What follows belongs to an exercise in optimizing a design on an open flow for a short achievable clock period and few clock cycles per item; a production flow would make more cautious choices. Only simulation tests tie the RTL to the original design; equivalence was not proved. Power is estimated from default activity; no workload was simulated.

==> flow/design.v <==
`default_nettype none
package cpuPkg;
    typedef logic [32-1:0]    word_t;      
    typedef logic [5-1:0] regAddr_t;   
    typedef logic [1:0]              stage_t;     
    typedef struct packed {
        logic [5:0] op;
        regAddr_t   rs;
        regAddr_t   rt;
        regAddr_t   rd;       
        logic [4:0] shamt;
        logic [5:0] funct;
    } rType_t;
    typedef struct packed {
        logic [5:0]  op;
        regAddr_t    rs;      
        regAddr_t    rt;      
        logic [15:0] imm16;
    } iType_t;
    typedef union packed {
        rType_t rType;
        iType_t iType;
    } instr_t;
    typedef enum logic [3:0] {
        kNop, kAddu, kSubu, kAnd, kOr, kSlt,
        kAddiu, kOri, kLui, kLw, kSw, kBeq, kBne
    } instrKind_t;
    typedef enum logic [2:0] {
        aluAdd, aluSub, aluAnd, aluOr, aluSlt, aluLui
    } aluOp_t;
endpackage
`default_nettype wire
`timescale 1ns/1ps
`default_nettype none
module cpuCore (
    input  wire                clk,
    input  wire                rstN,
    output cpuPkg::word_t      instAddr,
    input  wire cpuPkg::word_t instRdata,
    output cpuPkg::word_t      dataAddr,
    output cpuPkg::word_t      dataWdata,
    output logic               dataWe,
    input  wire cpuPkg::word_t dataRdata,
    output logic               regWe,
    output cpuPkg::regAddr_t   regAddr,
    output cpuPkg::word_t      regWdata,
    output cpuPkg::word_t      wbPc
);
    logic [31:0] pcF;
    logic [31:0] irD;
    logic [31:0] pcD;
    assign instAddr = pcF;
    logic [31:0] regs [1:31];
    logic [5:0]  opD, fnD;
    logic [4:0]  rsD, rtD, rdD;
    logic        rtypeD, aluRD, addiuD, oriD, luiD, lwD, swD, beqD, bneD, brD;
    logic        usesRsD, usesRtD, writesD;
    logic [4:0]  dstD;
    logic [31:0] immD;
    logic [31:0] rfA, rfB;
    logic        stall;
    logic        predTakenD;
    logic [31:0] targetD, seqD;
    logic        weE, lwE, swE, brE, bneE, predE;
    logic        subE, andE, orE, sltE, immSelE;
    logic [4:0]  dstE;
    logic [31:0] opAE, opBE, immE, pcE, altPcE;
    logic        fAME, fAWE, fBME, fBWE;
    logic        swLdE;    
    logic        weM, lwM;
    logic [4:0]  dstM;
    logic [31:0] resM, pcM;
    assign opD    = irD[31:26];
    assign rsD    = irD[25:21];
    assign rtD    = irD[20:16];
    assign rdD    = irD[15:11];
    assign fnD    = irD[5:0];
    assign rtypeD = opD == 6'h00;
    assign aluRD  = rtypeD && (fnD == 6'h21 || fnD == 6'h23 || fnD == 6'h24
                               || fnD == 6'h25 || fnD == 6'h2a);
    assign addiuD = opD == 6'h09;
    assign oriD   = opD == 6'h0d;
    assign luiD   = opD == 6'h0f;
    assign lwD    = opD == 6'h23;
    assign swD    = opD == 6'h2b;
    assign beqD   = opD == 6'h04;
    assign bneD   = opD == 6'h05;
    assign brD    = beqD || bneD;
    assign usesRsD = aluRD || addiuD || oriD || lwD || swD || brD;
    assign usesRtD = aluRD || brD;                   
    assign dstD    = aluRD ? rdD : rtD;
    assign writesD = (aluRD || addiuD || oriD || luiD || lwD) && dstD != 5'd0;
    assign immD    = luiD ? {irD[15:0], 16'h0000}
                   : oriD ? {16'h0000, irD[15:0]}
                   : {{16{irD[15]}}, irD[15:0]};
    always_comb begin
        rfA = 32'd0;
        rfB = 32'd0;
        if (rsD != 5'd0 && !luiD)
            rfA = (regWe && regAddr == rsD) ? regWdata : regs[rsD];
        if (rtD != 5'd0)
            rfB = (regWe && regAddr == rtD) ? regWdata : regs[rtD];
    end
    assign stall = lwE && ((usesRsD && rsD == dstE) || (usesRtD && rtD == dstE));
    assign predTakenD = brD && (irD[15] || (beqD ? rsD == rtD : rsD != rtD));
    assign seqD       = pcD + 32'd8;
    assign targetD    = pcD + 32'd4 + {{14{irD[15]}}, irD[15:0], 2'b00};
    logic [31:0] aE, bRegE, bE, bInvE, sumE, resE, storeE;
    logic        ltE, eqE, takenE, mispredE;
    always_comb begin
        aE    = fAME ? resM : fAWE ? regWdata : opAE;
        bRegE = fBME ? resM : fBWE ? regWdata : opBE;
        bE    = immSelE ? immE : bRegE;
        bInvE = (subE || sltE) ? ~bE : bE;
        sumE  = aE + bInvE + {31'd0, subE || sltE};
        ltE   = (aE[31] ^ bE[31]) ? aE[31] : sumE[31];
        resE  = andE ? (aE & bE)
              : orE  ? (aE | bE)
              : sltE ? {31'd0, ltE}
              : sumE;
        eqE      = aE == bRegE;
        takenE   = bneE ? !eqE : eqE;
        mispredE = brE && (takenE != predE);
        storeE   = swLdE ? dataRdata : bRegE;
    end
    always_ff @(posedge clk) begin
        if (!rstN) begin
            pcF <= 32'h0000_3000;
            irD <= 32'd0;
        end else begin
            if (mispredE)
                pcF <= altPcE;
            else if (!stall)
                pcF <= predTakenD ? targetD : pcF + 32'd4;
            if (!stall)
                irD <= mispredE ? 32'd0 : instRdata;
        end
        if (!stall)
            pcD <= pcF;
    end
    always_ff @(posedge clk) begin
        if (!rstN || stall) begin
            weE  <= 1'b0;
            lwE  <= 1'b0;
            swE  <= 1'b0;
            brE  <= 1'b0;
        end else begin
            weE  <= writesD;
            lwE  <= lwD && writesD;
            swE  <= swD;
            brE  <= brD;
        end
        bneE    <= bneD;
        predE   <= predTakenD;
        altPcE  <= predTakenD ? seqD : targetD;
        subE    <= aluRD && fnD == 6'h23;
        andE    <= aluRD && fnD == 6'h24;
        orE     <= (aluRD && fnD == 6'h25) || oriD || luiD;
        sltE    <= aluRD && fnD == 6'h2a;
        immSelE <= !aluRD;
        dstE    <= dstD;
        opAE    <= rfA;
        opBE    <= rfB;
        immE    <= immD;
        pcE     <= pcD;
        fAME    <= !luiD && rsD != 5'd0 && weE && dstE == rsD;
        fAWE    <= !luiD && rsD != 5'd0 && weM && dstM == rsD;
        fBME    <= rtD != 5'd0 && weE && dstE == rtD;
        fBWE    <= rtD != 5'd0 && weM && dstM == rtD;
        swLdE   <= rtD != 5'd0 && lwE && dstE == rtD;
    end
    always_ff @(posedge clk) begin
        if (!rstN) begin
            weM    <= 1'b0;
            lwM    <= 1'b0;
            dataWe <= 1'b0;
        end else begin
            weM    <= weE;
            lwM    <= lwE;
            dataWe <= swE;
        end
        resM      <= resE;
        dataWdata <= storeE;
        dstM      <= dstE;
        pcM       <= pcE;
    end
    assign dataAddr = resM;
    always_ff @(posedge clk) begin
        if (!rstN)
            regWe <= 1'b0;
        else
            regWe <= weM;
        regWdata <= lwM ? dataRdata : resM;
        regAddr  <= dstM;
        wbPc     <= pcM;
    end
    always_ff @(posedge clk) begin
        if (!rstN) begin
            for (int i = 1; i < 32; i++)
                regs[i] <= 32'd0;
        end else if (regWe) begin
            regs[regAddr] <= regWdata;
        end
    end
endmodule
`default_nettype wire
==> flow/run.sh <==
#!/bin/bash
# synth_recipe.tcl (not shown) runs the flow's synth.tcl, then flattens the netlist and writes it again
# the make line also repeats each setting of config.mk as NAME=value (left out here)
make -C /OpenROAD-flow-scripts/flow DESIGN_CONFIG=/design/flow/config.mk WORK_HOME=/design/flow/orfs CLKGATE_MAP_FILE= SYNTH_SCRIPT=/design/flow/synth_recipe.tcl finish
==> flow/config.mk <==
export PLATFORM = sky130hd
export DESIGN_NAME = cpuCore
export DESIGN_NICKNAME = cpuCore
export VERILOG_FILES = /design/flow/design.v
export SDC_FILE = /design/flow/constraint.sdc
export NUM_CORES = 4
export LEC_CHECK = 0
export ABC_CLOCK_PERIOD_IN_PS = 2000
export CAP_MARGIN = 20
export CORE_MARGIN = 2
export CORE_UTILIZATION = 40
export SETUP_SLACK_MARGIN = 5
export SLEW_MARGIN = 20
==> flow/constraint.sdc <==
create_clock -name core_clock -period 8.0 [get_ports {clk}]
set_input_delay 1.6000 -clock core_clock [delete_from_list [all_inputs] [get_ports {clk}]]
set_output_delay 1.6000 -clock core_clock [all_outputs]
set_load 0.01 [all_outputs]
==> flow_metrics.py <==
metrics = {
    "power": {
        "power_density_nw_per_um2": 226,
        "combPwrFrac_pct": 20.1,
        "power.internal_uw": 15000,
        "switching_share_pct": 28.6,
        "p_clk_share_pct": 36.6,
        "power_frac_seq_pct": 43.3,
        "p_leak_uw": 0.0338,
        "ir_worst_vdd_uv": 179,
        "p_switching_uw": 6000,
    },
    "synth": {
        "synth_top_family_by_area": "multiplexers",
        "syn_avg_cell_area_um2": 13.7,
        "synthArstFlopShare_pct": 0,
        "synthFlopType": "edfxtp_1",
        "synth_mux_area_share_pct": 22.4,
        "synth_cell_type_count": 82,
        "synth_edf_count": 1056,
        "synth_compound_area_share_pct": 4.97,
        "synthXorXnorAreaFrac_pct": 2.05,
        "synthSimpleGateAreaFrac_pct": 12.9,
        "synth_area_um2": 75500,
        "ys_ff_latch": 1483,
        "synth_adder_area_share_pct": 1.56,
        "ys_warn_count": 1,
        "synth_seq_area_share_pct": 53.3,
        "synthesis.nets": 5660,
        "syn_inst": 5501,
    },
    "routing": {
        "remaining_drc_errors": 0,
        "vias_per_cell": 6.29,
        "drt-total-wl_um": 297000,
        "num_vias": 53651,
        "dr.pass1.iters": 8,
        "post_drt_wl_per_cell_um": 34.8,
        "drt_iter0_drc": 7818,
        "ant_nets": 0,
    },
    "min_path": {
        "holdCritStartpoint": "pcE[8]",
        "hold_path_class": "register to register",
    },
    "sta": {
        "finalHoldViolations": 0,
        "maxSlewViolCount": 0,
        "finalCritPeriodShare_pct": 49.5,
        "finClkSkew_ns": 0.0314,
        "period_minus_slack_ns": 3.96,
        "tns_ns": 0,
        "worst_pin_slew_ns": 1.10,
        "setup_viol": 0,
        "fmax_ghz": 0.253,
        "slew-limit-headroom_pct": 26.9,
        "grt_setup_unrepaired": "yes",
    },
    "clock_tree": {
        "numCtsBuffers": 160,
        "cts_max_level": 4,
        "clk_path_buf_depth": 3,
        "hold_buffers": 0,
        "cts_tree": "built",
        "clock_latency_ns": 0.83,
        "cts_sinks": 1483,
        "clk_pin_slew_ns": 0.06,
        "ctsRootBufferMaster": "clkbuf_16",
    },
    "finish": {
        "fin_cells": 8535,
        "regMostFlops": "regs",
        "nNetsFinal": 6040,
        "drive_above_1_share_pct": 35.1,
        "largest_reg_flops": 1024,
        "area_growth_pct": 22.9,
    },
    "setup_path": {
        "crit_path_max_fanout": 6,
        "critPathLaunch": "fBWE",
        "startpoint_type": "register",
        "cp.buffers_inverters": 3,
        "crit_chain": "buf_12 > buf_6 > mux2_4 > mux2i_4 > nor2_1 > a21oi_2 > xnor2_1 > ha_2 > buf_4 > and3_1 > a21oi_2 > nand4b_1 > a32oi_4 > o31ai_4 > a41oi_2 > xor2_1 > o21ai_1 > and3_1",
        "critPathCaptureType": "register",
        "criticalPathCategory": "register to register",
        "cpPeakStageDelay_ns": 0.44,
        "crit_arrival_ns": 4.67,
        "required_ns": 8.71,
        "cp_slowest_cell": "a32oi_4",
        "path_delay_family": "compound AO/OA/AOI/OAI gates",
        "worstReg2RegStart": "fBWE",
    },
    "global_route": {
        "grt_pass1_wl_um": 406000,
        "grtUsageTotal_pct": 30.2,
        "antenna_found_initial": 31,
        "first_global_vias": 52228,
        "grt-ovfl-total": 0,
        "grt_start_max_net_pins": 82,
    },
    "placement": {
        "io_buffer_count": 232,
        "dp_hpwl_um": 152000,
        "placed_cells": 7874,
        "place_congestion": 0.972,
    },
    "floorplan": {
        "ios": 233,
        "core_um2": 188000,
        "die_w_um": 439,
        "rows": 159,
        "start_util_pct": 40.3,
        "dieArea_um2": 192000,
        "die_h_um": 439,
    },
    "run": {
        "cap_violations": 0,
    },
    "run_status": {
        "status": "timing/DRC/antenna clean",
    },
}
metrics by stage:
stage	cell area [um2]	utilization [%]	power [uW]	hold slack, ns	setup WS, ns
2_1_floorplan	76200	-	10700	0.310	4.31
3_3_place_gp	81100	43.2	12100	0.311	3.15
3_5_place_dp	81100	43.2	12100	0.312	3.22
4_1_cts	91200	48.6	20800	0.325	4.12
5_1_grt	92800	49.4	21400	0.328	3.96
6_report	92800	49.5	21000	0.322	4.04
repair_timing:
action	4_1_cts	5_1_grt
setup endpoints to repair	632	336
pin swaps	40	79
cloned	34	10
buffers inserted	228	68
resized for setup	1210	203
Yosys cell counts, types with 12 or more instances:
cell	instances	area, um2
nand3_1	78	390
xnor2_1	116	1020
mux4_2	640	14400
a21oi_1	118	591
edfxtp_1	1056	31700
dfxtp_1	427	8550
mux2i_1	140	1400
o21ai_0	189	946
clkbuf_1	385	1450
nand2_1	146	548
a21o_1	45	338
buf_1	76	285
ha_1	91	1140
nor2b_1	23	144
nand4_1	32	200
and2_1	1031	6450
nor3_1	18	90.1
a211oi_1	86	646
mux2_2	98	1100
a31oi_1	49	307
xor2_1	61	534
nor2_1	267	1000
inv_1	56	210
o31ai_1	12	90.1
and3_1	42	263
buf_2	22	110
cells by family (layout without fill, tap and decap cells):
| kind of cell | after synthesis | count (layout) |
|---|---|---|
| AND/OR/NAND/NOR | 1722 | 1724 |
| AO/OA/AOI/OAI | 598 | 598 |
| adder cells (fa/ha/maj) | 93 | 93 |
| XOR/XNOR | 177 | 177 |
| buffers and inverters | 549 | 1064 |
| multiplexers | 879 | 879 |
| other | 0 | 22 |
| flip-flops | 1483 | 1483 |
power by group through the flow:
stage / Sequential (uW) / Clock, uW / Combinational (uW)
6_report: 9080 / 7660 / 4210
5_1_grt: 9110 / 8000 / 4330
4_1_cts: 9060 / 7700 / 4030
3_5_place_dp: 9270 / 0 / 2820
3_3_place_gp: 9260 / 0 / 2810
2_1_floorplan: 9090 / 0 / 1610
final timing paths:
check        endpoint  slack [ns]  cells past startpoint
max          resM[28]        4.04                     18
min            pcM[8]        0.32                      0
max reg2reg  resM[28]        4.04                     18
min reg2reg    pcM[8]        0.32                      0
cell usage in the layout (no fill, tap or decap), types with 85 or more instances in the layout:
cell type and n:
edfxtp_1 1056, and2_1 1030, mux4_2 640, buf_4 312, dfxtp_1 285, nor2_1 217
clkbuf_16 171, nand2_1 138, o21ai_0 131, dfxtp_4 117, xnor2_1 113, mux2_2 92
mux2i_1 85
routing by layer:
layer	wire, um	share of wire, %	global-route usage (%)	vias up
met5	36	0.012	0	-
met4	20400	6.9	17.4	6
met3	35400	12	8.26	861
met2	135000	45	46.3	3757
met1	107000	36	38.6	27444
li1	-	-	-	21583
cell type report:
class                      instances  area, um2
fill                           15814      94800
clock buffer                     202       4350
timing repair buffer             706       7720
clock inverter                    97       1040
multi-input combinational       3471      35600
sequential                      1483      40700
tap                             2495       3120
inverter                          59        229
antenna                           22       55.1
Testbench counts, summed over its fixed seeds: cycles 31,130, instrs 29,208.

separate check: timing with driven ports:
Ports are ideal in the flow. The routed layout listed here was re-timed in OpenROAD. Step 1 sets driving cells, clkbuf_16 on the clock port and buf_2 on the other inputs (assumed; they add their load-dependent delay and slew). Step 2 times the ports against the registers' clock, not the clock port: input delays grow and output delays shrink by t, the midpoint of the rising clock arrivals with the driver on. a / b / c = ideal / step 1 / step 2; a / b = the first two.
t (ns): 0.895
setup slack, ns: 4.040 / 4.040 / 4.040
hold WS [ns]: 0.322 / 0.322 / 0.322
worst setup path at the end: register to register
cell pins on the clock port's net: 1
After both steps this run still meets setup and hold. The setup slack of this run moves by 0.000 ns with the drivers and by 0.000 ns with both steps.
